Context: an optimization exercise on an open-source flow, tuned for a short achievable clock period and few clock cycles per item. The choices shown serve that exercise and are no tape-out recipe.
In this exercise RTL edits were held to simulation tests only and were not proved equivalent to the original.
Power is estimated from default activity; no workload was simulated.

==> flow/design.v (outline; a module is shown in full before it is edited, if it fits) <==
// module reg_file: 31 lines
// module instr_decode: 36 lines
// module add32: 8 lines
// module alu_unit: 31 lines
// module mul_stage1: 705 lines
// module mul_stage2: 609 lines
// module data_mem_unit: 20 lines
// module retire_merge: 62 lines
// module mips_exec_top: 356 lines
module mips_exec_top (
    input  wire         clk,
    input  wire         rst_n,
    input  wire         instr_valid,
    output logic        instr_ready,
    input  wire  [31:0] instr,
    output logic        retire_valid,
    input  wire         retire_ready,
    output logic [4:0]  retire_dest,
    output logic [31:0] retire_data,
    output logic        retire_wr_en
);
  // ...
==> flow/run.sh <==
#!/bin/bash
# synth_recipe.tcl (not shown) runs the flow's synth.tcl, then flattens the netlist and writes it again
# the make line also repeats each setting of config.mk as NAME=value (left out here)
make -C /OpenROAD-flow-scripts/flow DESIGN_CONFIG=/design/flow/config.mk WORK_HOME=/design/flow/orfs CLKGATE_MAP_FILE= SYNTH_SCRIPT=/design/flow/synth_recipe.tcl finish
==> flow/config.mk <==
export PLATFORM = sky130hd
export DESIGN_NAME = mips_exec_top
export DESIGN_NICKNAME = mips_exec_top
export VERILOG_FILES = /design/flow/design.v
export SDC_FILE = /design/flow/constraint.sdc
export NUM_CORES = 4
export LEC_CHECK = 0
export CAP_MARGIN = 20
export CORE_MARGIN = 2
export CORE_UTILIZATION = 35
export SETUP_SLACK_MARGIN = 5
export SLEW_MARGIN = 20
export SYNTH_HIERARCHICAL = 1
export SYNTH_MINIMUM_KEEP_SIZE = 0
==> flow/constraint.sdc <==
create_clock -name core_clock -period 10.0 [get_ports {clk}]
set_input_delay 2.0000 -clock core_clock [delete_from_list [all_inputs] [get_ports {clk}]]
set_output_delay 2.0000 -clock core_clock [all_outputs]
set_load 0.01 [all_outputs]
==> run_results.csv, run 1 <==
group,metric,value,unit
final_layout,final_common_cell,"edfxtp_1",
yosys,synth_area_per_cell,13.8,um2
floorplan,die_w,746,um
worst_setup_path,crit_path_cell_trace,"fa_1 -> inv_1 -> fa_1 -> nor2b_1 -> o31a_1 -> a21oi_4 -> nor3_2 -> nor3_4 -> o21ai_1 -> xor2_1 -> mux2i_1 -> mux2i_1 -> mux2_2",
clock_tree,cts_buffers,448,
pwr,p_clk,16.7,mW
yosys,seq_area_frac_synth,61.6,%
yosys,synth_mux_area_share,8.27,%
timing,min_period_over_period,43.2,%
pwr,pwr-share-seq,50.9,%
worst_hold_path,holdPathStages,0,
drt,ant_nets,0,
place,pre_cts_ws,5.46,ns
worst_setup_path,critPathRequiredTime,10.79,ns
global_routing,met1_usage,29.4,%
yosys,synth_ff_type,"edfxtp_1",
floorplan,rows,272,
timing,finalSetupTns,0,ns
worst_hold_path,holdPathEnd,"s2_lw",
final_layout,nFillCells,51100,
drt,met1Wirelength,258,mm
floorplan,num_io_pins,76,
timing,slew_headroom,19.5,%
pwr,power_leader,"sequential cells",
place,gp_congestion,0.904,
clock_tree,post-cts-setup-buffer-count,0,
yosys,synth_commonest_cells,"edfxtp_1, dfxtp_1, mux2i_1",
pwr,pg_seq,19.6,mW
final_layout,n_all_inverters,492,
yosys,synth-compound-area-share,10.9,%
worst_setup_path,r2r_slack,5.68,ns
floorplan,design.core.area,0.549,mm2
worst_setup_path,critical-path-top-delay-family,"multiplexers",
yosys,synthAdderAreaFrac,5.19,%
pwr,vdd_ir_drop_max,0.178,mV
outcome,status,"complete, no violations",
global_routing,grt_util_all_layers,21.9,%
pwr,swShare,23.1,%
global_routing,grt_pass1_wl,891,mm
final_layout,seq_area,0.119,mm2
timing,clock-skew-final,0.0880,ns
Testbench counts, summed over its fixed seeds: cycles 22,021, items 20,000.
==> run 2: changes to the inputs <==
==> flow/flow/run.sh (new file) <==
#!/bin/bash
# The standard layout (the standard.sh, standard synthesis included),
# with ORFS's timing repair aimed at a 3.5 ns clock: SETUP_SLACK_MARGIN is
# the setup slack the repair steps aim for at the design's 10 ns period.
# The SDC, the clock period and every other setting are the standard flow's.
set -o pipefail
export SETUP_SLACK_MARGIN=6.5
bash standard.sh > standard.log 2>&1
status=$?
tail -20 standard.log
exit $status
==> flow/standard.sh (new file) <==
#!/bin/bash
# synth_recipe.tcl (not shown) runs the flow's synth.tcl, then flattens the netlist and writes it again
# the make line also repeats each setting of config.mk as NAME=value (left out here)
make -C /OpenROAD-flow-scripts/flow DESIGN_CONFIG=/design/flow/config.mk WORK_HOME=/design/flow/orfs CLKGATE_MAP_FILE= SYNTH_SCRIPT=/design/flow/synth_recipe.tcl "${@:-finish}"
--- a/flow/config.mk
+++ b/flow/config.mk
@@ -8,7 +8,6 @@
 export CAP_MARGIN = 20
 export CORE_MARGIN = 2
 export CORE_UTILIZATION = 35
-export SETUP_SLACK_MARGIN = 5
 export SLEW_MARGIN = 20
 export SYNTH_HIERARCHICAL = 1
 export SYNTH_MINIMUM_KEEP_SIZE = 0
removed: flow/run.sh
==> run 2 against run 1 <==
  * Non-clock buffer count is 119 higher
  * Maximum frequency is 17% higher
  * Global-route usage is 0.27 points higher
  * Synthesized cell count unchanged
==> run_results.csv, run 2 <==
group,metric,value,unit
clock_tree,cts_buffers,445,
job,maxCapViolations,0,
yosys,synth_ff_type,"edfxtp_1",
timing,rsz0062_at_grt,"yes",
drt,wl_per_cell,30.4,um
timing,setup_viol,0,
clock_tree,htree_levels,5,
global_routing,grt_max_degree,260,
yosys,ys_ff_latch,4429,
timing,tightestPinTransition,1.19,ns
worst_setup_path,cp_slowest_stage_delay,0.84,ns
floorplan,die_area,0.556,mm2
worst_setup_path,arrival,4.39,ns
pwr,vdd_ir_drop_max,0.182,mV
floorplan,rows,272,
worst_setup_path,crit_path_cell_trace,"buf_6 -> clkbuf_16 -> a22o_1 -> a221oi_2 -> nand4_1 -> or4_4 -> mux2_2 -> a221o_1",
final_layout,syn_to_final_growth,12.5,%
yosys,synth_edf_count,3000,
worst_setup_path,critPathCaptureType,"flop",
place,port_buffers,75,
timing,min_period_over_period,36.8,%
worst_setup_path,slowest_stage,"or4_4",
final_layout,reg_top3,"u_dmem.dmem x2048, u_regs.regs x992, s2_mcols x338",
clock_tree,hold_buffers,0,
yosys,synthesis.instances,14000,
yosys,yosys.area.top_type,"edfxtp_1",
drt,vias,122000,
final_layout,drive_gt1_share,14.1,%
worst_setup_path,critPathRequiredTime,10.71,ns
worst_hold_path,hold_class,"flop to flop",
yosys,yosys.cell_types.count,90,
yosys,netlist.area_leader.share,46.8,%
global_routing,grt_util_all_layers,22.1,%
yosys,synth_area,0.193,mm2
worst_setup_path,critPathKind,"flop to flop",
floorplan,design.core.area,0.549,mm2
floorplan,die_w,746,um
yosys,seq_area_frac_synth,61.6,%
clock_tree,clock_insertion_delay_worst_skew,1.07,ns
drt,drcViolationCount,0,
final_layout,final_nets,14200,
timing,fmax,272,MHz
timing,clock-skew-final,0.0910,ns
yosys,ys_async_sr_fraction,0,%
yosys,yosysWarnings,12,
drt,avgViaCountPerCell,5.75,
place,gp_congestion,0.922,
clock_tree,tritoncts,"built",
final_layout,largest_register,"u_dmem.dmem",
drt,drt_iter0_markers,18000,
timing,slew_headroom,20.4,%
drt,drt_first_pass_iters,8,
final_layout,fin_cells,21300,
outcome,status,"complete, no violations",
floorplan,num_io_pins,76,
final_layout,nFillCells,50800,
global_routing,grt_pass1_vias,118000,
final_layout,final_common_cell,"edfxtp_1",
timing,finalSetupTns,0,ns
yosys,syn_nets,14600,
drt,ant_nets,0,
timing,fin_hold_ws,0.325,ns
clock_tree,cts_sinks,4429,
final_layout,largest_reg_flops,2048,
place,dpl.hpwl,368,mm
timing,hold_viol_final,0,
clock_tree,cts-root-buf,"clkbuf_16",
drt,drt_wl_total,647,mm
yosys,yosys.cell_count.top_type,"edfxtp_1",
final_layout,mostFrequentLayoutCells,"edfxtp_1, dfxtp_1, mux2i_1",
pwr,power_density,179,mW/mm2
global_routing,grt_pass1_wl,898,mm
yosys,synth_commonest_cells,"edfxtp_1, dfxtp_1, mux2i_1",
place,dp_cells,20300,
worst_setup_path,path_max_fanout,8,
global_routing,antenna_found_initial,81,
yosys,netlist_top_cells_area,"edfxtp_1, dfxtp_1, mux2i_1",
timing,slew_violations,0,
floorplan,start_util,35.1,%
clock_tree,cts_max_path_buffers,4,
global_routing,gr-total-overflow,0,
worst_setup_path,path_buf_inv,2,
clock_tree,clk_pin_slew,0.06,ns
worst_setup_path,critPathLaunchType,"flop",
pwr,leakage,68.3,nW
worst_setup_path,critical-path-top-delay-family,"simple AND/OR/NAND/NOR gates",
yosys,synth_area_per_cell,13.8,um2
timing,finalCriticalPeriod,3.68,ns
floorplan,die_height,746,um
## run 2: changes by cell type in the layout (fill, tap and decap cells not counted), sizes merged
cell | before | now
inv | 504 | 503
clkdlybuf4s50 | 74 | 33
dlygate4sd2 | 0 | 1
clkinvlp | 14 | 21
clkinv | 153 | 178
bufinv | 25 | 33
diode | 50 | 32
clkbuf | 625 | 589
buf | 316 | 470
bufbuf | 0 | 2
## run 2: final timing paths
path | start | end | slack (ns) | depth (start not counted)
setup / recovery | s2_woh[20] | x_mb[24] | 6.32 | 8
hold / removal | m_dec[1] | x_sub | 0.33 | 0
setup reg to reg | s2_woh[20] | x_mb[24] | 6.32 | 8
hold reg to reg | m_dec[1] | x_sub | 0.33 | 0
## run 2: modules after synthesis (local to each module, per instance), excerpt
module         times used  flops+latches  cells inside
add32                   3              0           250
alu_unit                1              0           215
data_mem_unit           1           2048          3559
instr_decode            1              0            36
mips_exec_top           1           1033          2101
mul_stage1              1              0          1074
mul_stage2              1              0           671
reg_file                1            992          4772
## run 2: cell type report
| cell class | count | area (um2) | share of cell area (%) |
|---|---|---|---|
| repair buffers | 509 | 4890 | 2.26 |
| clock inverters | 243 | 2430 | 1.12 |
| diodes | 32 | 80.1 | 0.0369 |
| well taps | 7261 | 9080 | 4.19 |
| flip-flops and latches | 4429 | 119000 | 54.9 |
| clock buffers | 586 | 12200 | 5.64 |
| inverters | 492 | 1850 | 0.852 |
| multi-input cells | 7756 | 67200 | 31.0 |
## run 2: cell families after synthesis
kind of cell / Yosys count / synth area share [%]
and+or+nand+nor: 2886 / 8.62
DFF: 4429 / 61.6
adders and majority gates: 551 / 5.19
other: 4 / 0.00779
AOI/OAI and AO/OA: 2570 / 10.9
muxes: 1556 / 8.27
xor gates and xnor gates: 189 / 0.895
buffers and inverters: 1796 / 4.48
## run 2: metal layers
metal / GRT usage [%] / part of all wire (%)
met5: 0 / 0.0097
met3: 5.19 / 10
met4: 9.48 / 5.0
met2: 34.4 / 44
met1: 29.7 / 40
## run 2: per-stage QoR
stage / power, mW / utilization, % / instance area (um2) / setup slack, ns
2_1_floorplan: 21.2 / - / 193000 / 6.50
3_3_place_gp: 22.3 / 36.2 / 198000 / 5.27
3_5_place_dp: 22.3 / 36.2 / 198000 / 5.41
4_1_cts: 39.0 / 39.2 / 215000 / 6.32
5_1_grt: 39.8 / 39.5 / 217000 / 6.33
6_report: 38.8 / 39.5 / 217000 / 6.32
## run 2: power breakdown
part | internal [mW] | switching, mW
sequential | 19.5 | 0.108
combinational | 0.767 | 1.53
clock | 9.49 | 7.44
## run 2: worst register-to-register path, cell delays in order (launching register included)
cell	delay, ns
dfxtp_4	0.39
buf_6	0.14
clkbuf_16	0.18
a22o_1	0.23
a221oi_2	0.25
nand4_1	0.58
or4_4	0.85
mux2_2	0.35
a221o_1	0.38
## run 2: repair_timing
item                                    4_1_cts  5_1_grt
endpoints found under the setup margin      271      235
pin swaps                                   103       94
setup buffers                                75       40
endpoints found under the hold margin         0        0
cloned                                        6        4
resized for setup                           410      160
==> module mips_exec_top, before the edit <==
module mips_exec_top (
    input  wire         clk,
    input  wire         rst_n,
    input  wire         instr_valid,
    output logic        instr_ready,
    input  wire  [31:0] instr,
    output logic        retire_valid,
    input  wire         retire_ready,
    output logic [4:0]  retire_dest,
    output logic [31:0] retire_data,
    output logic        retire_wr_en
);
    localparam int RQ_DEPTH = 8;
    localparam int CAP      = RQ_DEPTH + 1;
    localparam int MW       = 338;
    localparam int DW       = 16 + 31 + 31 + 5 + 5 + 5 + 2 + 9;
    logic          i_add, i_sub, i_mul, i_and, i_or, i_slt, i_addi, i_lw, i_sw;
    logic          i_use_rs, i_use_rt;
    logic [4:0]    i_dest;
    logic [31:0]   i_rs_oh;
    logic [31:0]   i_rt_oh;
    logic [DW-1:0] i_dec;
    instr_decode u_decode (
        .instr   (instr),
        .is_add  (i_add),
        .is_sub  (i_sub),
        .is_mul  (i_mul),
        .is_and  (i_and),
        .is_or   (i_or),
        .is_slt  (i_slt),
        .is_addi (i_addi),
        .is_lw   (i_lw),
        .is_sw   (i_sw),
        .use_rs  (i_use_rs),
        .use_rt  (i_use_rt),
        .dest    (i_dest)
    );
    assign i_rs_oh = 32'd1 << instr[25:21];
    assign i_rt_oh = 32'd1 << instr[20:16];
    assign i_dec = {instr[15:0], i_rt_oh[31:1], i_rs_oh[31:1], instr[20:16], instr[25:21],
                    i_dest, i_use_rt, i_use_rs,
                    i_sw, i_lw, i_addi, i_slt, i_or, i_and, i_mul, i_sub, i_add};
    logic          rdy_q;
    logic          m_valid;
    logic          s_valid;
    logic [DW-1:0] m_dec;
    logic [DW-1:0] s_dec;
    logic [3:0]    inflight;
    logic          accept;
    logic          pop;
    logic          stall;
    logic          issue;
    logic          s_valid_n;
    logic [3:0]    inflight_acc;
    logic          room_pop;
    logic          room_nopop;
    assign instr_ready  = rdy_q;
    assign accept       = instr_valid && rdy_q;
    assign pop          = retire_valid && retire_ready;
    assign issue        = m_valid && !stall;
    assign s_valid_n    = stall && (s_valid || accept);
    assign inflight_acc = inflight + 4'(accept);
    assign room_nopop   = (inflight_acc < 4'(CAP));
    assign room_pop     = (inflight_acc < 4'(CAP + 1));
    always_ff @(posedge clk) begin
        if (!rst_n) begin
            rdy_q    <= 1'b1;
            m_valid  <= 1'b0;
            s_valid  <= 1'b0;
            inflight <= '0;
        end else begin
            rdy_q    <= !s_valid_n && (pop ? room_pop : room_nopop);
            s_valid  <= s_valid_n;
            inflight <= inflight_acc - 4'(pop);
            if (!stall) begin
                m_valid <= s_valid || accept;
            end
        end
    end
    always_ff @(posedge clk) begin
        if (!stall) begin
            m_dec <= s_valid ? s_dec : i_dec;
        end
        if (!s_valid) begin
            s_dec <= i_dec;
        end
    end
    logic        d_add, d_sub, d_mul, d_and, d_or, d_slt, d_addi, d_lw, d_sw;
    logic        d_use_rs, d_use_rt;
    logic [4:0]  d_dest;
    logic [4:0]  rs;
    logic [4:0]  rt;
    logic [31:1] rs_oh;
    logic [31:1] rt_oh;
    logic [15:0] d_imm;
    assign {d_imm, rt_oh, rs_oh, rt, rs, d_dest, d_use_rt, d_use_rs,
            d_sw, d_lw, d_addi, d_slt, d_or, d_and, d_mul, d_sub, d_add} = m_dec;
    logic        x_valid;
    logic        x_add, x_sub, x_mul, x_and, x_or, x_slt, x_lw, x_sw;
    logic [4:0]  x_dest;
    logic        x_wr;       
    logic        x_fw;       
    logic        x_long;     
    logic [31:0] x_a;
    logic [31:0] x_b;
    logic [7:0]  x_imm8;
    logic        x_fa1, x_fb1;
    logic [31:0] x_ma;
    logic [31:0] x_mb;
    logic        x_mfa1, x_mfb1;
    logic [7:0]  x_aa;
    logic        x_afa1;
    logic [31:0] x_sd;
    logic        x_sfb1;
    logic        s2_valid;
    logic        s2_mul, s2_lw, s2_sw;
    logic [4:0]  s2_dest;
    logic        s2_wr;
    logic        s2_mwr;     
    logic [31:0] r1;
    logic [63:0] s2_woh;     
    logic [MW-1:0] s2_mcols;
    logic        s3_valid;
    logic        s3_mul;
    logic [4:0]  s3_dest;
    logic        s3_wr;
    logic [31:0] r2;
    logic [31:0] s3_row0;
    logic [31:0] s3_row1;
    logic        s4_valid;
    logic [4:0]  s4_dest;
    logic        s4_wr;
    logic [31:1] s4_wr_oh;
    logic [31:0] r3;
    logic [31:0] r2_n;       
    logic [31:0] r3_n;       
    logic [31:0] rf_a;
    logic [31:0] rf_b;
    reg_file u_regs (
        .clk       (clk),
        .rst_n     (rst_n),
        .rd_oh_a   (rs_oh),
        .rd_oh_b   (rt_oh),
        .wr_oh     (s4_wr_oh),
        .wr_data   (r3),
        .rd_data_a (rf_a),
        .rd_data_b (rf_b)
    );
    logic        hz;
    logic        fa1, fa2, fa3, fb1, fb2, fb3;
    logic        ma_rs, ma_rt;
    logic [31:0] d_a;
    logic [31:0] d_b;
    assign hz    = (x_long && ((d_use_rs && rs == x_dest) || (d_use_rt && rt == x_dest)))
                || (s2_mwr && ((d_use_rs && rs == s2_dest) || (d_use_rt && rt == s2_dest)));
    assign stall = m_valid && hz;
    assign fa1   = x_fw && rs == x_dest;
    assign fa2   = s2_wr && rs == s2_dest;
    assign fa3   = s3_wr && rs == s3_dest;
    assign fb1   = !d_addi && x_fw && rt == x_dest;
    assign fb2   = s2_wr && rt == s2_dest;
    assign fb3   = s3_wr && rt == s3_dest;
    assign ma_rs = s4_wr && rs == s4_dest;
    assign ma_rt = s4_wr && rt == s4_dest;
    assign d_a   = fa2 ? r2_n : fa3 ? r3_n : ma_rs ? r3 : rf_a;
    assign d_b   = d_addi ? {{16{d_imm[15]}}, d_imm}
                 : fb2 ? r2_n : fb3 ? r3_n : ma_rt ? r3 : rf_b;
    always_ff @(posedge clk) begin
        if (!rst_n) begin
            x_valid <= 1'b0;
            x_wr    <= 1'b0;
            x_fw    <= 1'b0;
            x_long  <= 1'b0;
            x_sw    <= 1'b0;
            x_mul   <= 1'b0;
        end else begin
            x_valid <= issue;
            x_wr    <= issue && d_dest != 5'd0;
            x_fw    <= issue && d_dest != 5'd0 && !(d_mul || d_lw);
            x_long  <= issue && d_dest != 5'd0 && (d_mul || d_lw);
            x_sw    <= issue && d_sw;
            x_mul   <= issue && d_mul;
        end
    end
    always_ff @(posedge clk) begin
        x_add  <= d_add || d_addi;
        x_sub  <= d_sub;
        x_and  <= d_and;
        x_or   <= d_or;
        x_slt  <= d_slt;
        x_lw   <= d_lw;
        x_dest <= d_dest;
        x_a    <= d_a;
        x_b    <= d_b;
        x_imm8 <= d_imm[7:0];
        x_fa1  <= fa1;
        x_fb1  <= fb1;
        if (issue && d_mul) begin
            x_ma   <= d_a;
            x_mb   <= d_b;
        end
        if (issue && (d_lw || d_sw)) begin
            x_aa   <= d_a[7:0];
        end
        if (issue && d_sw) begin
            x_sd   <= d_b;
        end
    end
    always_ff @(posedge clk) begin
        if (!rst_n) begin
            x_mfa1 <= 1'b0;
            x_mfb1 <= 1'b0;
            x_afa1 <= 1'b0;
            x_sfb1 <= 1'b0;
        end else if (issue) begin
            x_mfa1 <= d_mul && fa1;
            x_mfb1 <= d_mul && fb1;
            x_afa1 <= (d_lw || d_sw) && fa1;
            x_sfb1 <= d_sw && fb1;
        end
    end
    logic [31:0]   a;
    logic [31:0]   b;
    logic [31:0]   ma;
    logic [31:0]   mb;
    logic [7:0]    aa;
    logic [31:0]   sd;
    logic [31:0]   x_res;
    logic [5:0]    x_idx;
    logic [63:0]   x_woh;
    logic [MW-1:0] x_mcols;
    assign a  = x_fa1  ? r1 : x_a;
    assign b  = x_fb1  ? r1 : x_b;
    assign ma = x_mfa1 ? r1 : x_ma;
    assign mb = x_mfb1 ? r1 : x_mb;
    assign aa = x_afa1 ? r1[7:0] : x_aa;
    assign sd = x_sfb1 ? r1 : x_sd;
    alu_unit u_alu (
        .a        (a),
        .b        (b),
        .sd       (sd),
        .aa       (aa),
        .imm8     (x_imm8),
        .op_add   (x_add),
        .op_sub   (x_sub),
        .op_and   (x_and),
        .op_or    (x_or),
        .op_slt   (x_slt),
        .op_sw    (x_sw),
        .result   (x_res),
        .word_idx (x_idx)
    );
    assign x_woh = 64'd1 << x_idx;
    mul_stage1 u_mul1 (
        .a    (ma),
        .b    (mb),
        .cols (x_mcols)
    );
    always_ff @(posedge clk) begin
        if (!rst_n) begin
            s2_valid <= 1'b0;
            s2_wr    <= 1'b0;
            s2_mwr   <= 1'b0;
            s2_sw    <= 1'b0;
        end else begin
            s2_valid <= x_valid;
            s2_wr    <= x_wr;
            s2_mwr   <= x_wr && x_mul;
            s2_sw    <= x_valid && x_sw;
        end
    end
    always_ff @(posedge clk) begin
        s2_mul  <= x_mul;
        s2_lw   <= x_lw;
        s2_dest <= x_dest;
        r1      <= x_res;
        s2_woh  <= x_woh;
        if (x_mul) begin
            s2_mcols <= x_mcols;
        end
    end
    logic [31:0] mem_rd;
    logic [31:0] mrow0;
    logic [31:0] mrow1;
    data_mem_unit u_dmem (
        .clk     (clk),
        .wr_en   (s2_sw),
        .word_oh (s2_woh),
        .wr_data (r1),
        .rd_data (mem_rd)
    );
    assign r2_n = s2_lw ? mem_rd : r1;
    mul_stage2 u_mul2 (
        .cols (s2_mcols),
        .row0 (mrow0),
        .row1 (mrow1)
    );
    always_ff @(posedge clk) begin
        if (!rst_n) begin
            s3_valid <= 1'b0;
            s3_wr    <= 1'b0;
        end else begin
            s3_valid <= s2_valid;
            s3_wr    <= s2_wr;
        end
    end
    always_ff @(posedge clk) begin
        s3_mul  <= s2_mul;
        s3_dest <= s2_dest;
        r2      <= r2_n;
        if (s2_mul) begin
            s3_row0 <= mrow0;
            s3_row1 <= mrow1;
        end
    end
    logic [31:0] s3_wr_oh;
    assign s3_wr_oh = s3_wr ? (32'd1 << s3_dest) : 32'd0;
    logic [31:0] s3_prod;
    add32 u_mul_add (
        .a   (s3_row0),
        .b   (s3_row1),
        .cin (1'b0),
        .y   (s3_prod)
    );
    assign r3_n     = s3_mul ? s3_prod : r2;
    always_ff @(posedge clk) begin
        if (!rst_n) begin
            s4_valid <= 1'b0;
            s4_wr    <= 1'b0;
            s4_wr_oh <= '0;
        end else begin
            s4_valid <= s3_valid;
            s4_wr    <= s3_wr;
            s4_wr_oh <= s3_wr_oh[31:1];
        end
    end
    always_ff @(posedge clk) begin
        s4_dest <= s3_dest;
        r3      <= r3_n;
    end
    retire_merge #(
        .DEPTH (RQ_DEPTH)
    ) u_retire (
        .clk          (clk),
        .rst_n        (rst_n),
        .in_valid     (s4_valid),
        .in_dest      (s4_dest),
        .in_data      (r3),
        .in_wr_en     (s4_wr),
        .retire_valid (retire_valid),
        .retire_ready (retire_ready),
        .retire_dest  (retire_dest),
        .retire_data  (retire_data),
        .retire_wr_en (retire_wr_en)
    );
endmodule
==> run 3: changes to the inputs <==
--- a/flow/design.v
+++ b/flow/design.v
@@ -1678,6 +1678,7 @@
     logic        s2_mwr;     
     logic [31:0] r1;
     logic [63:0] s2_woh;     
+    logic [31:0] s2_sd;      
     logic [MW-1:0] s2_mcols;
     logic        s3_valid;
     logic        s3_mul;
@@ -1691,6 +1692,7 @@
     logic        s4_wr;
     logic [31:1] s4_wr_oh;
     logic [31:0] r3;
+    logic [31:0] s4_wd;      
     logic [31:0] r2_n;       
     logic [31:0] r3_n;       
     logic [31:0] rf_a;
@@ -1701,7 +1703,7 @@
         .rd_oh_a   (rs_oh),
         .rd_oh_b   (rt_oh),
         .wr_oh     (s4_wr_oh),
-        .wr_data   (r3),
+        .wr_data   (s4_wd),
         .rd_data_a (rf_a),
         .rd_data_b (rf_b)
     );
@@ -1749,20 +1751,20 @@
         x_slt  <= d_slt;
         x_lw   <= d_lw;
         x_dest <= d_dest;
-        x_a    <= d_a;
-        x_b    <= d_b;
+        x_a    <= fa1 ? 32'd0 : d_a;
+        x_b    <= fb1 ? 32'd0 : d_b;
         x_imm8 <= d_imm[7:0];
         x_fa1  <= fa1;
         x_fb1  <= fb1;
         if (issue && d_mul) begin
-            x_ma   <= d_a;
-            x_mb   <= d_b;
+            x_ma   <= fa1 ? 32'd0 : d_a;
+            x_mb   <= fb1 ? 32'd0 : d_b;
         end
         if (issue && (d_lw || d_sw)) begin
-            x_aa   <= d_a[7:0];
+            x_aa   <= fa1 ? 8'd0 : d_a[7:0];
         end
         if (issue && d_sw) begin
-            x_sd   <= d_b;
+            x_sd   <= fb1 ? 32'd0 : d_b;
         end
     end
     always_ff @(posedge clk) begin
@@ -1788,12 +1790,12 @@
     logic [5:0]    x_idx;
     logic [63:0]   x_woh;
     logic [MW-1:0] x_mcols;
-    assign a  = x_fa1  ? r1 : x_a;
-    assign b  = x_fb1  ? r1 : x_b;
-    assign ma = x_mfa1 ? r1 : x_ma;
-    assign mb = x_mfb1 ? r1 : x_mb;
-    assign aa = x_afa1 ? r1[7:0] : x_aa;
-    assign sd = x_sfb1 ? r1 : x_sd;
+    assign a  = ({32{x_fa1}}  & r1)      | x_a;
+    assign b  = ({32{x_fb1}}  & r1)      | x_b;
+    assign ma = ({32{x_mfa1}} & r1)      | x_ma;
+    assign mb = ({32{x_mfb1}} & r1)      | x_mb;
+    assign aa = ({8{x_afa1}}  & r1[7:0]) | x_aa;
+    assign sd = ({32{x_sfb1}} & r1)      | x_sd;
     alu_unit u_alu (
         .a        (a),
         .b        (b),
@@ -1834,6 +1836,9 @@
         s2_dest <= x_dest;
         r1      <= x_res;
         s2_woh  <= x_woh;
+        if (x_sw) begin
+            s2_sd <= sd;
+        end
         if (x_mul) begin
             s2_mcols <= x_mcols;
         end
@@ -1845,7 +1850,7 @@
         .clk     (clk),
         .wr_en   (s2_sw),
         .word_oh (s2_woh),
-        .wr_data (r1),
+        .wr_data (s2_sd),
         .rd_data (mem_rd)
     );
     assign r2_n = s2_lw ? mem_rd : r1;
@@ -1896,6 +1901,9 @@
     always_ff @(posedge clk) begin
         s4_dest <= s3_dest;
         r3      <= r3_n;
+        if (s3_wr) begin
+            s4_wd <= r3_n;
+        end
     end
     retire_merge #(
         .DEPTH (RQ_DEPTH)
==> flow/flow/run.sh (replaced) <==
#!/bin/bash
# The standard layout (the standard.sh, standard synthesis included),
# with ORFS's timing repair aimed at a 3 ns clock: SETUP_SLACK_MARGIN is
# the setup slack the repair steps aim for at the design's 10 ns period.
# The SDC, the clock period and every other setting are the standard flow's.
set -o pipefail
export SETUP_SLACK_MARGIN=7.0
bash standard.sh > standard.log 2>&1
status=$?
tail -20 standard.log
exit $status
==> run 3 against run 2 <==
  * Register-to-register slack gained 0.03 ns
  * Global-route usage up 0.18 points
  * Power increased by 0.33%
  * Die area grew 0.61%
  * Utilization rose by 0.59 points
  * Clock power about the same
  * Synthesized cell count up 0.49%
  * Area after synthesis grew 0.62%
==> run_results.csv, run 3 <==
group,metric,value,unit
final_layout,largest_reg_flops,2048,
yosys,netlist.area_leader.share,47.5,%
yosys,synth_commonest_cells,"edfxtp_1, dfxtp_1, mux2i_1",
clock_tree,cts_max_path_buffers,4,
clock_tree,tritoncts,"built",
global_routing,gr-total-overflow,0,
final_layout,syn_to_final_growth,14.2,%
global_routing,antenna_found_initial,55,
yosys,synth_area_per_cell,13.8,um2
worst_setup_path,crit_path_cell_trace,"buf_12 -> buf_16 -> buf_12 -> buf_6 -> a22o_1 -> a221oi_2 -> nand4_1 -> or4_4 -> mux2_4 -> a21oi_2 -> a21oi_2",
worst_setup_path,slowest_stage,"or4_4",
global_routing,grt_pass1_vias,120000,
timing,rsz0062_at_grt,"yes",
yosys,syn_nets,14600,
yosys,ys_ff_latch,4493,
timing,fmax,274,MHz
drt,ant_nets,0,
yosys,seq_area_frac_synth,62.2,%
yosys,yosysWarnings,12,
drt,drt_first_pass_iters,11,
drt,avgViaCountPerCell,5.79,
pwr,vdd_ir_drop_max,0.183,mV
drt,drcViolationCount,0,
final_layout,final_common_cell,"edfxtp_1",
worst_setup_path,path_buf_inv,4,
final_layout,reg_top3,"u_dmem.dmem x2048, u_regs.regs x992, s2_mcols x338",
worst_setup_path,cp_slowest_stage_delay,0.78,ns
worst_hold_path,hold_class,"flop to flop",
global_routing,grt_pass1_wl,909,mm
worst_setup_path,arrival,4.42,ns
global_routing,grt_util_all_layers,22.3,%
global_routing,grt_max_degree,223,
yosys,synth_edf_count,3064,
final_layout,largest_register,"u_dmem.dmem",
clock_tree,clock_insertion_delay_worst_skew,1.08,ns
timing,setup_ws,6.35,ns
pwr,power_density,176,mW/mm2
timing,clock-skew-final,0.111,ns
timing,min_period_over_period,36.5,%
drt,drt_wl_total,653,mm
final_layout,final_nets,14400,
timing,tightestPinTransition,1.19,ns
pwr,swShare,23.0,%
timing,slew_headroom,20.9,%
floorplan,die_height,748,um
place,pre_cts_ws,5.73,ns
drt,drt_iter0_markers,18500,
worst_setup_path,critPathCaptureType,"flop",
floorplan,start_util,35.1,%
pwr,leakage,74.0,nW
place,dpl.hpwl,381,mm
worst_setup_path,critPathKind,"flop to flop",
worst_setup_path,critical-path-top-delay-family,"simple AND/OR/NAND/NOR gates",
final_layout,mostFrequentLayoutCells,"edfxtp_1, dfxtp_1, mux2i_1",
final_layout,drive_gt1_share,16.0,%
pwr,pwr-share-seq,51.1,%
pwr,power.internal,30.0,mW
clock_tree,htree_levels,5,
pwr,p_comb_share,5.3,%
floorplan,num_io_pins,76,
place,gp_congestion,0.905,
pwr,clockPowerShare,43.6,%
floorplan,rows,273,
timing,hold_viol_final,0,
drt,vias,125000,
yosys,synthesis.instances,14100,
timing,setup_viol,0,
yosys,synth_ff_type,"edfxtp_1",
worst_setup_path,path_max_fanout,6,
yosys,yosys.cell_types.count,91,
yosys,netlist_top_cells_area,"edfxtp_1, dfxtp_1, mux2i_1",
drt,wl_per_cell,30.3,um
floorplan,die_w,748,um
worst_setup_path,critPathLaunchType,"flop",
place,port_buffers,75,
floorplan,die_area,0.560,mm2
clock_tree,cts_buffers,453,
outcome,status,"complete, no violations",
timing,finalCriticalPeriod,3.65,ns
yosys,ys_async_sr_fraction,0,%
clock_tree,clk_pin_slew,0.07,ns
yosys,yosys.area.top_type,"edfxtp_1",
timing,slew_violations,0,
yosys,yosys.cell_count.top_type,"edfxtp_1",
floorplan,design.core.area,0.552,mm2
final_layout,nFillCells,50700,
pwr,p_sw,8.96,mW
job,maxCapViolations,0,
clock_tree,cts_sinks,4493,
worst_setup_path,critPathRequiredTime,10.77,ns
yosys,synth_area,0.194,mm2
clock_tree,cts-root-buf,"clkbuf_16",
timing,finalSetupTns,0,ns
run 3: cell types whose count changed in the layout (fill, tap and decap cells not counted), sizes merged, moves of 45 or more:
| cell | before | now |
|---|---|---|
| edfxtp | 3000 | 3064 |
| mux2i | 1268 | 1219 |
| mux2 | 288 | 105 |
| buf | 470 | 610 |
| nand2 | 397 | 352 |
| a21o | 38 | 207 |
| nor2 | 157 | 221 |
run 3: worst paths after layout:
path	from	to	slack, ns	cells after the start
min reg2reg	x_lw	s2_lw	0.34	0
max reg2reg	s2_woh[25]	x_sd[16]	6.35	11
max	s2_woh[25]	x_sd[16]	6.35	11
min	x_lw	s2_lw	0.34	0
run 3: what timing repair did:
action                     4_1_cts  5_1_grt
buffers inserted               121       80
setup endpoints to repair     1273      641
cloned                          12        5
gates resized for setup        864      246
pin swaps                      295      234
hold buffers                     0        0
hold endpoints to repair         0        0
run 3: modules after synthesis (local to each module, per instance), a selection:
module	times used	cells	flip-flops and latches
data_mem_unit	1	3559	2048
mul_stage2	1	671	0
mips_exec_top	1	2170	1097
reg_file	1	4772	992
mul_stage1	1	1074	0
instr_decode	1	36	0
alu_unit	1	215	0
add32	3	250	0
run 3: area by class of cell:
type	instances	area [um2]	share of cell area (%)
inverter	464	1750	0.789
multi-input combinational	7786	68900	31.1
timing repair buffer	651	6190	2.79
clock buffer	609	12600	5.67
sequential	4493	121000	54.5
clock inverter	226	2090	0.945
antenna	21	52.6	0.0237
timing repair inverter	1	5.00	0.00226
tap	7287	9120	4.12
run 3: cell families after synthesis:
group,Yosys count,share of synthesized area (%)
XOR/XNOR,189,0.889
other,4,0.00774
AO/OA/AOI/OAI,2823,11.8
AND/OR/NAND/NOR,2895,8.57
adder cells (fa/ha/maj),551,5.16
flip-flops,4493,62.2
buffers and inverters,1771,4.40
multiplexers,1324,6.90
run 3: layer usage:
layer | track usage (%) | vias up | wire, um
met5 | 0.0425 | - | 128
met4 | 10.3 | 16 | 34900
met3 | 4.28 | 1393 | 65200
met2 | 34.2 | 7016 | 289000
met1 | 30.6 | 63700 | 264000
li1 | - | 52500 | -
run 3: through the flow:
| stage | power [mW] | hold slack, ns | util, % | std cells | instance area [um2] |
|---|---|---|---|---|---|
| after floorplan | 21.4 | 0.310 | - | 14100 | 194000 |
| after global placement | 22.3 | 0.319 | 36.2 | 20500 | 200000 |
| after detailed placement | 22.3 | 0.329 | 36.3 | 20500 | 200000 |
| after CTS | 39.1 | 0.345 | 39.7 | 21400 | 219000 |
| after global routing | 39.9 | 0.354 | 40.1 | 21500 | 221000 |
| final | 39.0 | 0.344 | 40.1 | 21500 | 221000 |
run 3: power groups by stage:
stage	clock network, mW	registers, mW	logic (mW)
3_3_place_gp	0	20.3	1.94
6_report	17.0	19.9	2.06
2_1_floorplan	0	20.3	1.08
5_1_grt	17.8	19.9	2.15
3_5_place_dp	0	20.3	1.94
4_1_cts	17.1	19.9	2.00
Testbench counts of run 3, summed over its fixed seeds: cycles 22,021, items 20,000.
==> run 4: changes to the inputs <==
--- a/flow/design.v
+++ b/flow/design.v
@@ -1756,16 +1756,10 @@
         x_imm8 <= d_imm[7:0];
         x_fa1  <= fa1;
         x_fb1  <= fb1;
-        if (issue && d_mul) begin
-            x_ma   <= fa1 ? 32'd0 : d_a;
-            x_mb   <= fb1 ? 32'd0 : d_b;
-        end
-        if (issue && (d_lw || d_sw)) begin
-            x_aa   <= fa1 ? 8'd0 : d_a[7:0];
-        end
-        if (issue && d_sw) begin
-            x_sd   <= fb1 ? 32'd0 : d_b;
-        end
+        x_ma   <= (d_mul && !fa1) ? d_a : 32'd0;
+        x_mb   <= (d_mul && !fb1) ? d_b : 32'd0;
+        x_aa   <= ((d_lw || d_sw) && !fa1) ? d_a[7:0] : 8'd0;
+        x_sd   <= (d_sw && !fb1) ? d_b : 32'd0;
     end
     always_ff @(posedge clk) begin
         if (!rst_n) begin
@@ -1836,12 +1830,8 @@
         s2_dest <= x_dest;
         r1      <= x_res;
         s2_woh  <= x_woh;
-        if (x_sw) begin
-            s2_sd <= sd;
-        end
-        if (x_mul) begin
-            s2_mcols <= x_mcols;
-        end
+        s2_sd   <= sd;
+        s2_mcols <= x_mcols;
     end
     logic [31:0] mem_rd;
     logic [31:0] mrow0;
@@ -1872,10 +1862,8 @@
         s3_mul  <= s2_mul;
         s3_dest <= s2_dest;
         r2      <= r2_n;
-        if (s2_mul) begin
-            s3_row0 <= mrow0;
-            s3_row1 <= mrow1;
-        end
+        s3_row0 <= mrow0;
+        s3_row1 <= mrow1;
     end
     logic [31:0] s3_wr_oh;
     assign s3_wr_oh = s3_wr ? (32'd1 << s3_dest) : 32'd0;
==> run 4 against run 3 <==
  * First-iteration DRC count decreased by 7.6%
  * Synthesized cell count increased by 1.4%
  * Cell area decreased by 0.75%
  * Maximum frequency decreased by 0.60%
  * Utilization increased by 0.59 points
  * Sequential power about the same
  * Area after synthesis decreased by 2.2%
  * Cell count increased by 1.1%
  * Clock power increased by 3%
  * Critical endpoint is now retire_data[25]
  * Largest cell class unchanged
==> run_results.csv, run 4 <==
group,metric,value,unit
final_layout,multi_input_area,0.0703,mm2
final_layout,syn_to_final_growth,15.9,%
worst_setup_path,path_buf_inv,1,
worst_setup_path,critPathCaptureType,"output pin",
clock_tree,htree_levels,5,
clock_tree,cts_buffers,462,
place,gp_congestion,0.916,
drt,avgViaCountPerCell,5.72,
timing,clock-skew-final,0.0884,ns
floorplan,die_area,0.548,mm2
worst_setup_path,critical-path-top-delay-family,"flip-flops",
drt,wl_per_cell,30.1,um
yosys,yosysWarnings,12,
drt,ant_nets,0,
pwr,power_density,177,mW/mm2
yosys,seq_area_frac_synth,60.8,%
worst_setup_path,critPathLaunchType,"flop",
final_layout,nFillCells,49500,
yosys,ys_ff_latch,4493,
final_layout,seq_area,0.115,mm2
worst_setup_path,path_max_fanout,1,
timing,finalCriticalPeriod,3.67,ns
final_layout,drive_gt1_share,17.6,%
yosys,netlist_top_cells_area,"edfxtp_1, dfxtp_1, mux2i_1",
timing,slew_headroom,20.2,%
drt,vias,125000,
floorplan,num_io_pins,76,
timing,rsz0062_at_grt,"yes",
worst_setup_path,critPathRequiredTime,8.00,ns
drt,drt_first_pass_iters,10,
global_routing,grt_max_degree,288,
final_layout,reg_top3,"u_dmem.dmem x2048, u_regs.regs x992, s2_mcols x338",
drt,drt_iter0_markers,17100,
worst_hold_path,hold_class,"flop to flop",
final_layout,mostFrequentLayoutCells,"edfxtp_1, dfxtp_1, mux2i_1",
drt,drcViolationCount,0,
global_routing,grt_pass1_vias,120000,
timing,finalSetupTns,0,ns
final_layout,final_nets,14700,
timing,min_period_over_period,36.7,%
final_layout,fin_cells,21800,
floorplan,die_w,740,um
final_layout,final_common_cell,"edfxtp_1",
job,maxCapViolations,0,
floorplan,design.core.area,0.540,mm2
final_layout,utilization,40.7,%
place,dp_cells,20600,
outcome,status,"complete, no violations",
floorplan,rows,270,
pwr,vdd_ir_drop_max,0.180,mV
timing,setup_viol,0,
place,dpl.hpwl,382,mm
yosys,yosys.cell_count.top_type,"edfxtp_1",
place,port_buffers,75,
timing,tightestPinTransition,1.20,ns
yosys,synth_commonest_cells,"edfxtp_1, dfxtp_1, mux2i_1",
drt,drt_wl_total,656,mm
pwr,leakage,75.8,nW
yosys,synth_area,0.190,mm2
global_routing,grt_pass1_wl,907,mm
global_routing,grt_util_all_layers,22.8,%
yosys,synthesis.instances,14300,
timing,slew_violations,0,
worst_setup_path,slowest_stage,"edfxtp_1",
yosys,yosys.area.top_type,"edfxtp_1",
clock_tree,cts_sinks,4493,
worst_setup_path,cp_slowest_stage_delay,0.44,ns
yosys,ys_async_sr_fraction,0,%
worst_setup_path,critPathKind,"flop to output pin",
timing,fmax,272,MHz
clock_tree,clk_pin_slew,0.06,ns
clock_tree,cts-root-buf,"clkbuf_16",
drt,highest_layer,"met5",
drt,met1Wirelength,266,mm
yosys,syn_nets,14800,
global_routing,antenna_found_initial,58,
global_routing,gr-total-overflow,0,
timing,hold_viol_final,0,
worst_setup_path,crit_path_cell_trace,"buf_2",
clock_tree,hold_buffers,0,
yosys,synth_edf_count,2526,
clock_tree,clock_insertion_delay_worst_skew,1.06,ns
yosys,yosys.cell_types.count,95,
clock_tree,tritoncts,"built",
worst_setup_path,arrival,1.67,ns
floorplan,die_height,740,um
yosys,synth_area_per_cell,13.3,um2
yosys,netlist.area_leader.share,40.0,%
final_layout,largest_reg_flops,2048,
floorplan,start_util,35.1,%
drt,wl_met2,287,mm
yosys,synth_ff_type,"edfxtp_1",
drt,met3WireLength,67.7,mm
final_layout,largest_register,"u_dmem.dmem",
clock_tree,cts_max_path_buffers,4,
-- run 4: cell count changes in the layout (fill, tap and decap cells not counted), moves of 38 or more --
cell	previous run	this run
and2_1	464	506
dfxtp_1	1342	1836
buf_6	88	126
a221oi_2	158	221
dfxtp_2	72	111
a221oi_1	419	343
edfxtp_1	3064	2526
a22o_1	640	599
-- run 4: modules after synthesis, one instance, submodules excluded, a selection --
module	flip-flops and latches	cells inside
mips_exec_top	1097	2373
alu_unit	0	215
add32	0	250
mul_stage2	0	671
data_mem_unit	2048	3559
reg_file	992	4772
mul_stage1	0	1074
instr_decode	0	36
-- run 4: area by class of cell --
cell class              count  area share (%)
multi-input cells        7934            32.0
diodes                     23          0.0262
flip-flops and latches   4493            52.5
inverters                 497           0.856
clock buffers             631            5.88
repair buffers            766            3.54
well taps                7208            4.10
clock inverters           225            1.08
-- run 4: repair_timing --
action | in CTS | in global routing
resized for setup | 1033 | 415
endpoints found under the setup margin | 532 | 1080
setup buffers | 164 | 112
hold endpoints to repair | 0 | 0
pin swaps | 341 | 243
cloned | 11 | 14
-- run 4: path summary, 6_finish.rpt --
path	from	end	slack (ns)	depth (start not counted)
worst max-delay path	u_retire.retire_data[25]	retire_data[25]	6.33	1
worst min-delay path	s2_mcols[1]	s3_row0[1]	0.32	0
worst max register to register	s2_woh[25]	x_sd[7]	6.61	10
worst min register to register	s2_mcols[1]	s3_row0[1]	0.32	0
-- run 4: metal layers --
metal	GRT usage, %	vias to the layer above
met5	0	-
met4	10.7	24
met3	5.62	1621
met2	34.5	6781
met1	30.6	63300
li1	-	52900
-- run 4: cell families (layout without fill, tap and decap cells) --
| logic type | after synthesis | count (layout) | synth area share (%) |
|---|---|---|---|
| buffers and inverters | 1826 | 2119 | 4.64 |
| AND/OR/NAND/NOR | 3038 | 3038 | 9.17 |
| adder cells (fa/ha/maj) | 551 | 551 | 5.27 |
| other | 4 | 27 | 0.00792 |
| XOR/XNOR | 189 | 189 | 0.929 |
| AO/OA/AOI/OAI | 2860 | 2860 | 12.3 |
| flip-flops | 4493 | 4493 | 60.8 |
| multiplexers | 1292 | 1292 | 6.87 |
-- run 4: power breakdown --
part	switching, mW	internal [mW]
logic	1.20	0.663
clock network	7.55	9.96
registers	0.126	19.5
-- run 4: stage by stage --
stage	worst slack (ns)	hold WS (ns)	total power, mW	area (um2)
floorplan	6.57	0.310	21.0	190000
CTS	6.21	0.321	39.1	217000
finish	6.33	0.324	39.0	220000
detailed placement	5.92	0.312	21.8	196000
global placement	5.92	0.311	21.8	196000
global route	6.26	0.327	40.0	220000
Testbench counts of run 4, summed over its fixed seeds: cycles 22,021, items 20,000.
==> run 5: changes to the inputs <==
--- a/flow/config.mk
+++ b/flow/config.mk
@@ -7,7 +7,7 @@
 export LEC_CHECK = 0
 export CAP_MARGIN = 20
 export CORE_MARGIN = 2
-export CORE_UTILIZATION = 35
+export CORE_UTILIZATION = 42
 export SLEW_MARGIN = 20
 export SYNTH_HIERARCHICAL = 1
 export SYNTH_MINIMUM_KEEP_SIZE = 0
==> run 5 against run 4 <==
  * Power fell by 0.60%
  * Worst setup slack improved by 0.13 ns
  * Hold slack improved by 0.0016 ns
  * Cell area fell by 1.1%
  * Flip-flop and latch count did not move
==> run_results.csv, run 5 <==
group,metric,value,unit
yosys,synth_area_per_cell,13.3,um2
final_layout,final_common_cell,"edfxtp_1",
worst_setup_path,slowest_stage,"edfxtp_1",
timing,setup_viol,0,
outcome,status,"complete, no violations",
floorplan,rows,246,
floorplan,design.core.area,0.449,mm2
global_routing,grt_util_all_layers,27.1,%
timing,fmax,282,MHz
worst_setup_path,critPathKind,"flop to output pin",
final_layout,syn_to_final_growth,14.7,%
pwr,vdd_ir_drop_max,0.267,mV
final_layout,design_area,0.217,mm2
place,place_area,0.194,mm2
floorplan,start_util,42.2,%
global_routing,grt_pass1_vias,119000,
yosys,syn_nets,14800,
yosys,seq_area_frac_synth,60.8,%
worst_hold_path,holdPathEnd,"s3_row0[1]",
yosys,yosys.cell_count.top_type,"edfxtp_1",
clock_tree,htree_levels,5,
worst_hold_path,holdPathStages,0,
worst_setup_path,path_buf_inv,1,
pwr,power_density,178,mW/mm2
timing,slew_violations,0,
timing,min_period_over_period,35.5,%
worst_setup_path,critPathRequiredTime,8.00,ns
yosys,yosys.cell_types.count,95,
global_routing,grt_max_degree,213,
worst_setup_path,cp_slowest_stage_delay,0.39,ns
clock_tree,tritoncts,"built",
yosys,netlist_top_cells_area,"edfxtp_1, dfxtp_1, mux2i_1",
worst_setup_path,worstReg2RegStart,"s2_woh[15]",
drt,wl_per_cell,31.2,um
drt,drt_first_pass_iters,9,
yosys,synth_commonest_cells,"edfxtp_1, dfxtp_1, mux2i_1",
yosys,ys_async_sr_fraction,0,%
timing,clock-skew-final,0.124,ns
worst_setup_path,critPathLaunchType,"flop",
drt,vias,123000,
worst_setup_path,cp-startpoint,"u_retire.retire_data[10]",
global_routing,antenna_found_initial,53,
final_layout,mostFrequentLayoutCells,"edfxtp_1, dfxtp_1, mux2i_1",
floorplan,num_io_pins,76,
clock_tree,cts_max_path_buffers,4,
worst_setup_path,crit_path_cell_trace,"buf_2",
drt,ant_nets,0,
timing,rsz0062_at_grt,"yes",
final_layout,drive_gt1_share,17.5,%
floorplan,die_area,0.457,mm2
place,port_buffers,75,
worst_setup_path,critPathCaptureType,"output pin",
yosys,synth_ff_type,"edfxtp_1",
worst_setup_path,worstRegToRegCells,11,
clock_tree,cts-root-buf,"clkbuf_16",
worst_hold_path,hold_class,"flop to flop",
drt,drcViolationCount,0,
place,gp_congestion,0.903,
worst_setup_path,arrival,1.55,ns
worst_setup_path,critical-path-top-delay-family,"flip-flops",
global_routing,gr-total-overflow,0,
timing,hold_viol_final,0,
timing,finalCriticalPeriod,3.55,ns
timing,setup_ws,6.45,ns
clock_tree,cts_sinks,4493,
yosys,yosys.area.top_type,"edfxtp_1",
yosys,netlist.area_leader.share,40.0,%
drt,avgViaCountPerCell,6.00,
job,maxCapViolations,0,
clock_tree,hold_buffers,0,
final_layout,final_nets,14700,
place,dpl.hpwl,378,mm
yosys,ys_ff_latch,4493,
yosys,synth_edf_count,2526,
final_layout,largest_reg_flops,2048,
final_layout,reg_top3,"u_dmem.dmem x2048, u_regs.regs x992, s2_mcols x338",
worst_setup_path,r2r_end,"x_sd[31]",
worst_hold_path,min_from,"s2_mcols[1]",
yosys,synth_area,0.190,mm2
pwr,leakage,75.3,nW
place,pre_cts_ws,5.32,ns
clock_tree,clock_insertion_delay_worst_skew,1.04,ns
clock_tree,cts_buffers,457,
worst_setup_path,r2r_slack,6.59,ns
floorplan,die_w,676,um
floorplan,die_height,676,um
clock_tree,clk_pin_slew,0.06,ns
worst_setup_path,path_max_fanout,1,
yosys,yosysWarnings,12,
global_routing,grt_pass1_wl,891,mm
timing,finalSetupTns,0,ns
drt,drt_wl_total,640,mm
timing,slew_headroom,9.51,%
timing,tightestPinTransition,1.35,ns
final_layout,largest_register,"u_dmem.dmem",
yosys,synthesis.instances,14300,
drt,drt_iter0_markers,16100,
## run 5: changes by cell type in the layout (fill, tap and decap cells not counted), sizes merged, moves of 3 or more
| cell | delta |
|---|---|
| bufinv | -5 |
| clkinv | -14 |
| inv | -8 |
| clkdlybuf4s15 | +3 |
| diode | +3 |
| buf | -33 |
| clkdlybuf4s50 | -5 |
| clkbuf | +8 |
| dlygate4sd2 | +3 |
## run 5: stage by stage
stage	cells	hold slack [ns]	total power, mW	utilization, %
after floorplan	14300	0.310	21.0	-
after global placement	19300	0.311	21.8	43.2
after detailed placement	19300	0.312	21.8	43.2
after CTS	20400	0.325	38.8	48.0
after global routing	20500	0.330	39.7	48.4
final	20500	0.325	38.7	48.4
## run 5: worst max path at each step
stage,depth (start not counted),slack [ns],endpoint
floorplan,5,6.57,flop
global placement,6,5.31,m_dec[0]
global route,1,6.41,retire_data[10]
finish,1,6.45,retire_data[10]
CTS,1,6.37,retire_data[10]
detailed placement,6,5.32,m_dec[0]
## run 5: routing by layer
| metal | GRT usage (%) | share of wire, % | up-vias |
|---|---|---|---|
| met4 | 14.0 | 6.0 | 6 |
| met2 | 42.3 | 45 | 6235 |
| met1 | 36.2 | 40 | 62600 |
| met3 | 4.81 | 9.1 | 1350 |
| met5 | 0 | 0.0067 | - |
| li1 | - | - | 52800 |
## run 5: cell type report
cell class / instances / area [um2]
Antenna cell: 26 / 65.1
Clock buffer: 648 / 13000
Clock inverter: 199 / 2040
Fill cell: 38700 / 232000
Inverter: 497 / 1880
Multi-Input combinational cell: 7935 / 70800
Sequential cell: 4493 / 115000
Tap cell: 5952 / 7450
Timing Repair Buffer: 723 / 6790
## run 5: power breakdown
| part | internal, mW | total (mW) | switching, mW |
|---|---|---|---|
| logic | 0.654 | 1.91 | 1.26 |
| registers | 19.5 | 19.6 | 0.104 |
| clock network | 9.81 | 17.2 | 7.43 |
## run 5: logic make-up (layout without fill, tap and decap cells)
logic type | count (synthesis) | after routing | synth area share (%)
compound gates | 2860 | 2860 | 12.3
xor+xnor | 189 | 189 | 0.929
fa+ha+maj | 551 | 551 | 5.27
buf+inv | 1826 | 2067 | 4.64
flops | 4493 | 4493 | 60.8
mux | 1292 | 1292 | 6.87
other cells | 4 | 30 | 0.00792
simple gates | 3038 | 3039 | 9.17
## run 5: what timing repair did
item | 4_1_cts | 5_1_grt
gates cloned | 12 | 2
endpoints found under the hold margin | 0 | 0
setup buffers | 176 | 79
setup endpoints to repair | 1184 | 649
pin swaps | 374 | 236
gates resized for setup | 1106 | 331
## run 5: Yosys stat by module, one instance, submodules excluded, a selection
| module | times used | flops+latches | cells inside |
|---|---|---|---|
| mul_stage1 | 1 | 0 | 1074 |
| reg_file | 1 | 992 | 4772 |
| mips_exec_top | 1 | 1097 | 2373 |
| add32 | 3 | 0 | 250 |
| alu_unit | 1 | 0 | 215 |
| data_mem_unit | 1 | 2048 | 3559 |
| mul_stage2 | 1 | 0 | 671 |
| instr_decode | 1 | 0 | 36 |
==> module retire_merge, before the edit <==
module retire_merge #(
    parameter int DEPTH = 8
) (
    input  wire         clk,
    input  wire         rst_n,
    input  wire         in_valid,
    input  wire  [4:0]  in_dest,
    input  wire  [31:0] in_data,
    input  wire         in_wr_en,
    output logic        retire_valid,
    input  wire         retire_ready,
    output logic [4:0]  retire_dest,
    output logic [31:0] retire_data,
    output logic        retire_wr_en
);
    localparam int AW = $clog2(DEPTH);
    logic [37:0]   q [0:DEPTH-1];
    logic [AW-1:0] wp;
    logic [AW-1:0] rp;
    logic [AW:0]   cnt;
    logic          head_free;
    logic          q_ne;
    logic          push_q;
    logic          pop_q;
    logic [37:0]   in_rec;
    logic [37:0]   q_head;
    assign in_rec    = {in_wr_en, in_dest, in_data};
    assign q_head    = q[rp];
    assign q_ne      = (cnt != '0);
    assign head_free = !retire_valid || retire_ready;
    assign push_q    = in_valid && (q_ne || !head_free);
    assign pop_q     = q_ne && head_free;
    always_ff @(posedge clk) begin
        if (!rst_n) begin
            retire_valid <= 1'b0;
            wp           <= '0;
            rp           <= '0;
            cnt          <= '0;
        end else begin
            if (head_free) begin
                retire_valid <= q_ne || in_valid;
            end
            if (push_q) begin
                wp <= wp + 1'b1;
            end
            if (pop_q) begin
                rp <= rp + 1'b1;
            end
            cnt <= cnt + (AW+1)'(push_q) - (AW+1)'(pop_q);
        end
    end
    always_ff @(posedge clk) begin
        if (head_free) begin
            {retire_wr_en, retire_dest, retire_data} <= q_ne ? q_head : in_rec;
        end
    end
    always_ff @(posedge clk) begin
        if (in_valid) begin
            q[wp] <= in_rec;
        end
    end
endmodule
==> run 6: changes to the inputs <==
--- a/flow/design.v
+++ b/flow/design.v
@@ -1512,19 +1512,17 @@
     logic [37:0]   q [0:DEPTH-1];
     logic [AW-1:0] wp;
     logic [AW-1:0] rp;
+    logic [AW-1:0] rp1;
     logic [AW:0]   cnt;
-    logic          head_free;
-    logic          q_ne;
-    logic          push_q;
-    logic          pop_q;
+    logic          take;
+    logic          left_empty;   
     logic [37:0]   in_rec;
-    logic [37:0]   q_head;
-    assign in_rec    = {in_wr_en, in_dest, in_data};
-    assign q_head    = q[rp];
-    assign q_ne      = (cnt != '0);
-    assign head_free = !retire_valid || retire_ready;
-    assign push_q    = in_valid && (q_ne || !head_free);
-    assign pop_q     = q_ne && head_free;
+    logic [37:0]   next_head;
+    assign in_rec     = {in_wr_en, in_dest, in_data};
+    assign rp1        = rp + 1'b1;
+    assign take       = retire_valid && retire_ready;
+    assign left_empty = (cnt == '0) || (cnt == (AW+1)'(1) && retire_ready);
+    assign next_head  = left_empty ? in_rec : retire_ready ? q[rp1] : q[rp];
     always_ff @(posedge clk) begin
         if (!rst_n) begin
             retire_valid <= 1'b0;
@@ -1532,22 +1530,18 @@
             rp           <= '0;
             cnt          <= '0;
         end else begin
-            if (head_free) begin
-                retire_valid <= q_ne || in_valid;
-            end
-            if (push_q) begin
+            retire_valid <= !left_empty || in_valid;
+            if (in_valid) begin
                 wp <= wp + 1'b1;
             end
-            if (pop_q) begin
-                rp <= rp + 1'b1;
+            if (take) begin
+                rp <= rp1;
             end
-            cnt <= cnt + (AW+1)'(push_q) - (AW+1)'(pop_q);
+            cnt <= cnt + (AW+1)'(in_valid) - (AW+1)'(take);
         end
     end
     always_ff @(posedge clk) begin
-        if (head_free) begin
-            {retire_wr_en, retire_dest, retire_data} <= q_ne ? q_head : in_rec;
-        end
+        {retire_wr_en, retire_dest, retire_data} <= next_head;
     end
     always_ff @(posedge clk) begin
         if (in_valid) begin
@@ -1570,7 +1564,7 @@
     output logic        retire_wr_en
 );
     localparam int RQ_DEPTH = 8;
-    localparam int CAP      = RQ_DEPTH + 1;
+    localparam int CAP      = RQ_DEPTH;
     localparam int MW       = 338;
     localparam int DW       = 16 + 31 + 31 + 5 + 5 + 5 + 2 + 9;
     logic          i_add, i_sub, i_mul, i_and, i_or, i_slt, i_addi, i_lw, i_sw;
==> run 6 against run 5 <==
  * Cell count grew 2.8%
  * Still clean
  * Power down 0.60%
  * Largest cell class unchanged
  * Global-route usage increased by 0.48 points
  * Routed wire length rose by 3.5%
==> run_results.csv, run 6 <==
group,metric,value,unit
clock_tree,cts_max_path_buffers,4,
drt,ant_nets,0,
clock_tree,hold_buffers,0,
drt,drcViolationCount,0,
yosys,synth_ff_type,"edfxtp_1",
worst_hold_path,hold_class,"flop to flop",
yosys,seq_area_frac_synth,59.7,%
yosys,yosys.area.top_type,"edfxtp_1",
floorplan,die_height,681,um
yosys,synth_mux_area_share,7.24,%
floorplan,num_io_pins,76,
yosys,yosysWarnings,12,
timing,slew_headroom,22.6,%
clock_tree,cts_sinks,4493,
yosys,synth_top_family_by_area,"compound AO/OA/AOI/OAI gates",
worst_setup_path,critPathRequiredTime,10.93,ns
worst_setup_path,arrival,4.43,ns
pwr,finalPower,38.5,mW
timing,tightestPinTransition,1.16,ns
worst_setup_path,critPathKind,"flop to flop",
pwr,leakage,77.1,nW
global_routing,grt_util_all_layers,27.6,%
outcome,status,"complete, no violations",
drt,wl_per_cell,31.5,um
pwr,vdd_ir_drop_max,0.166,mV
worst_setup_path,critPathCaptureType,"flop",
worst_setup_path,path_max_fanout,5,
timing,min_period_over_period,35.0,%
yosys,synth_commonest_cells,"edfxtp_1, dfxtp_1, nor2b_1",
place,port_buffers,75,
pwr,clockPowerShare,44.7,%
final_layout,largest_reg_flops,2048,
pwr,p_sw,8.63,mW
place,gp_congestion,0.919,
timing,setup_viol,0,
clock_tree,cts_buffers,456,
final_layout,drive_gt1_share,18.8,%
drt,vias,128000,
final_layout,final_nets,15100,
clock_tree,clk_pin_slew,0.06,ns
clock_tree,tritoncts,"built",
floorplan,rows,248,
worst_setup_path,critPathLaunchType,"flop",
yosys,synth_edf_count,2488,
yosys,synth-compound-area-share,12.9,%
floorplan,design.core.area,0.456,mm2
yosys,yosys.cell_count.top_type,"edfxtp_1",
pwr,p_comb_share,4.5,%
place,place_area,0.197,mm2
yosys,ys_async_sr_fraction,0,%
drt,drt_first_pass_iters,8,
yosys,synth_area,0.192,mm2
place,dpl.hpwl,390,mm
timing,finalSetupTns,0,ns
timing,finalCriticalPeriod,3.50,ns
floorplan,die_area,0.464,mm2
clock_tree,clock_insertion_delay_worst_skew,1.07,ns
floorplan,start_util,42.2,%
clock_tree,htree_levels,5,
global_routing,antenna_found_initial,43,
floorplan,die_w,681,um
global_routing,grt_pass1_wl,925,mm
timing,hold_viol_final,0,
pwr,power.internal,29.9,mW
yosys,syn_nets,15200,
final_layout,mostFrequentLayoutCells,"edfxtp_1, dfxtp_1, nor2b_1",
global_routing,gr-total-overflow,0,
drt,drt_iter0_markers,16600,
yosys,ys_ff_latch,4493,
yosys,yosys.cell_types.count,101,
yosys,synth_xor_area_share,0.899,%
global_routing,grt_max_degree,198,
pwr,power_density,173,mW/mm2
final_layout,design_area,0.222,mm2
clock_tree,cts-root-buf,"clkbuf_16",
yosys,netlist_top_cells_area,"edfxtp_1, dfxtp_1, mux2i_1",
job,maxCapViolations,0,
final_layout,syn_to_final_growth,15.5,%
pwr,swShare,22.4,%
timing,clock-skew-final,0.0978,ns
yosys,netlist.area_leader.share,38.8,%
drt,drt_wl_total,662,mm
final_layout,largest_register,"u_dmem.dmem",
timing,fmax,285,MHz
pwr,pwr-share-seq,50.8,%
final_layout,final_common_cell,"edfxtp_1",
global_routing,grt_pass1_vias,123000,
timing,slew_violations,0,
final_layout,reg_top3,"u_dmem.dmem x2048, u_regs.regs x992, s2_mcols x338",
drt,avgViaCountPerCell,6.07,
final_layout,nFillCells,39200,
yosys,synthSimpleGateAreaFrac,9.36,%
timing,rsz0062_at_grt,"yes",
yosys,synthesis.instances,14600,
yosys,synthAdderAreaFrac,5.19,%
yosys,synth_area_per_cell,13.2,um2
[run 6: changes by cell type after synthesis, sizes merged, moves of 48 or more]
cell,previous run,this run
clkbuf,775,833
mux2i,1219,1143
o31ai,18,69
and3,50,100
a2111oi,0,76
nor2b,1020,1151
nand3,283,233
a22oi,852,774
nor2,241,191
mux4,0,76
inv,496,544
[run 6: through the flow]
| step | setup slack, ns | hold WS (ns) | cells | utilization, % |
|---|---|---|---|---|
| finish | 6.50 | 0.327 | 21000 | 48.7 |
| global route | 6.46 | 0.329 | 21000 | 48.7 |
| CTS | 6.46 | 0.326 | 20900 | 48.2 |
| detailed placement | 5.50 | 0.312 | 19800 | 43.2 |
| global placement | 5.52 | 0.311 | 19800 | 43.2 |
| floorplan | 6.48 | 0.310 | 14600 | - |
[run 6: path summary, 6_finish.rpt]
| kind | start | to | slack (ns) | depth (start not counted) |
|---|---|---|---|---|
| worst max-delay path | s2_woh[25] | x_mb[22] | 6.50 | 13 |
| worst min-delay path | s2_mcols[0] | s3_row0[0] | 0.33 | 0 |
| worst max register to register | s2_woh[25] | x_mb[22] | 6.50 | 13 |
| worst min register to register | s2_mcols[0] | s3_row0[0] | 0.33 | 0 |
[run 6: cell families after synthesis]
logic type	after synthesis
buffers and inverters	1932
other	4
and+or+nand+nor	3114
xor gates and xnor gates	188
adders and majority gates	550
AOI/OAI and AO/OA	3020
muxes	1288
DFF	4493
[run 6: layer usage]
metal	track usage, %	up-vias	wire length [um]
li1	-	54400	-
met1	37.8	65100	268000
met2	41.9	6859	291000
met3	5.16	1365	64800
met4	13.9	14	38500
met5	0	-	99
[run 6: timing repair]
| item | 4_1_cts | 5_1_grt |
|---|---|---|
| endpoints found under the setup margin | 944 | 649 |
| pin swaps | 337 | 250 |
| resized for setup | 1294 | 355 |
| buffers inserted | 227 | 93 |
| gates cloned | 29 | 3 |
[run 6: power by group through the flow]
stage / logic [mW] / registers, mW / clock network (mW)
after floorplan: 0.969 / 19.9 / 0
after global placement: 1.49 / 19.9 / 0
after detailed placement: 1.50 / 19.9 / 0
after CTS: 1.68 / 19.5 / 17.4
after global routing: 1.81 / 19.5 / 18.1
final: 1.73 / 19.6 / 17.2
[run 6: Yosys stat by module, one instance, submodules excluded, a selection]
module	cells inside	flops+latches	times used	area (um2)
instr_decode	36	0	1	249
reg_file	4772	992	1	47800
mul_stage1	1074	0	1	8670
add32	250	0	3	1780
mul_stage2	671	0	1	7090
data_mem_unit	3559	2048	1	73500
alu_unit	215	0	1	1320
mips_exec_top	2423	1097	1	31700
[run 6: area by class of cell]
class	instances	area, um2	area share, %
Sequential cell	4493	115000	51.8
Multi-Input combinational cell	8165	73300	33.0
Clock buffer	624	12700	5.69
Timing Repair Buffer	841	9140	4.11
Tap cell	6125	7660	3.45
Clock inverter	221	2250	1.01
Inverter	544	2100	0.943
Antenna cell	30	75.1	0.0338
[run 6: worst max-delay path, stage by stage (launching register included)]
cell,delay (ns)
dfxtp_4,0.36
buf_12,0.13
buf_8,0.12
buf_16,0.14
buf_12,0.13
a22o_1,0.21
a221oi_2,0.18
nand4_1,0.58
or4_4,0.79
mux2i_4,0.24
o31ai_2,0.09
a31oi_2,0.20
buf_6,0.16
nor2_1,0.04
Testbench counts of run 6, summed over its fixed seeds: cycles 22,021, items 20,000.

-- separate check: timing with driven ports --
Ports are ideal in the flow. The routed layouts listed here were re-timed in OpenROAD. Step 1 assumes that a clkbuf_16 drives the clock port and a buf_2 every other input. Step 2 adds t to the input delays and takes it off the output delays; t is the mean of the earliest and latest rising clock arrival at the registers after step 1. Input paths then give back, and output paths get back, about the clock's delay inside the block. Slacks: ideal / step 1 / step 2; pairs: ideal / step 1.
run	t (ns)	slack for setup (ns)	hold WS [ns]	worst setup path after step 2	cell pins on the clock port's net
run 1	1.129	5.684 / 5.684 / 5.405	0.328 / 0.328 / 0.328	input to register	1
run 2	1.144	6.321 / 6.266 / 5.467	0.325 / 0.325 / 0.325	input to register	1
run 3	1.149	6.350 / 6.320 / 5.981	0.344 / 0.344 / 0.344	input to register	1
run 4	1.127	6.328 / 6.217 / 5.804	0.324 / 0.324 / 0.324	input to register	1
run 5	1.122	6.454 / 6.324 / 5.966	0.325 / 0.325 / 0.325	input to register	1
run 6	1.139	6.495 / 6.403 / 5.985	0.327 / 0.327 / 0.327	input to register	1
After both steps setup and hold are still met in every run listed. The setup slack of run 2, which loses most, moves by -0.055 ns with the drivers and by -0.854 ns with both steps.
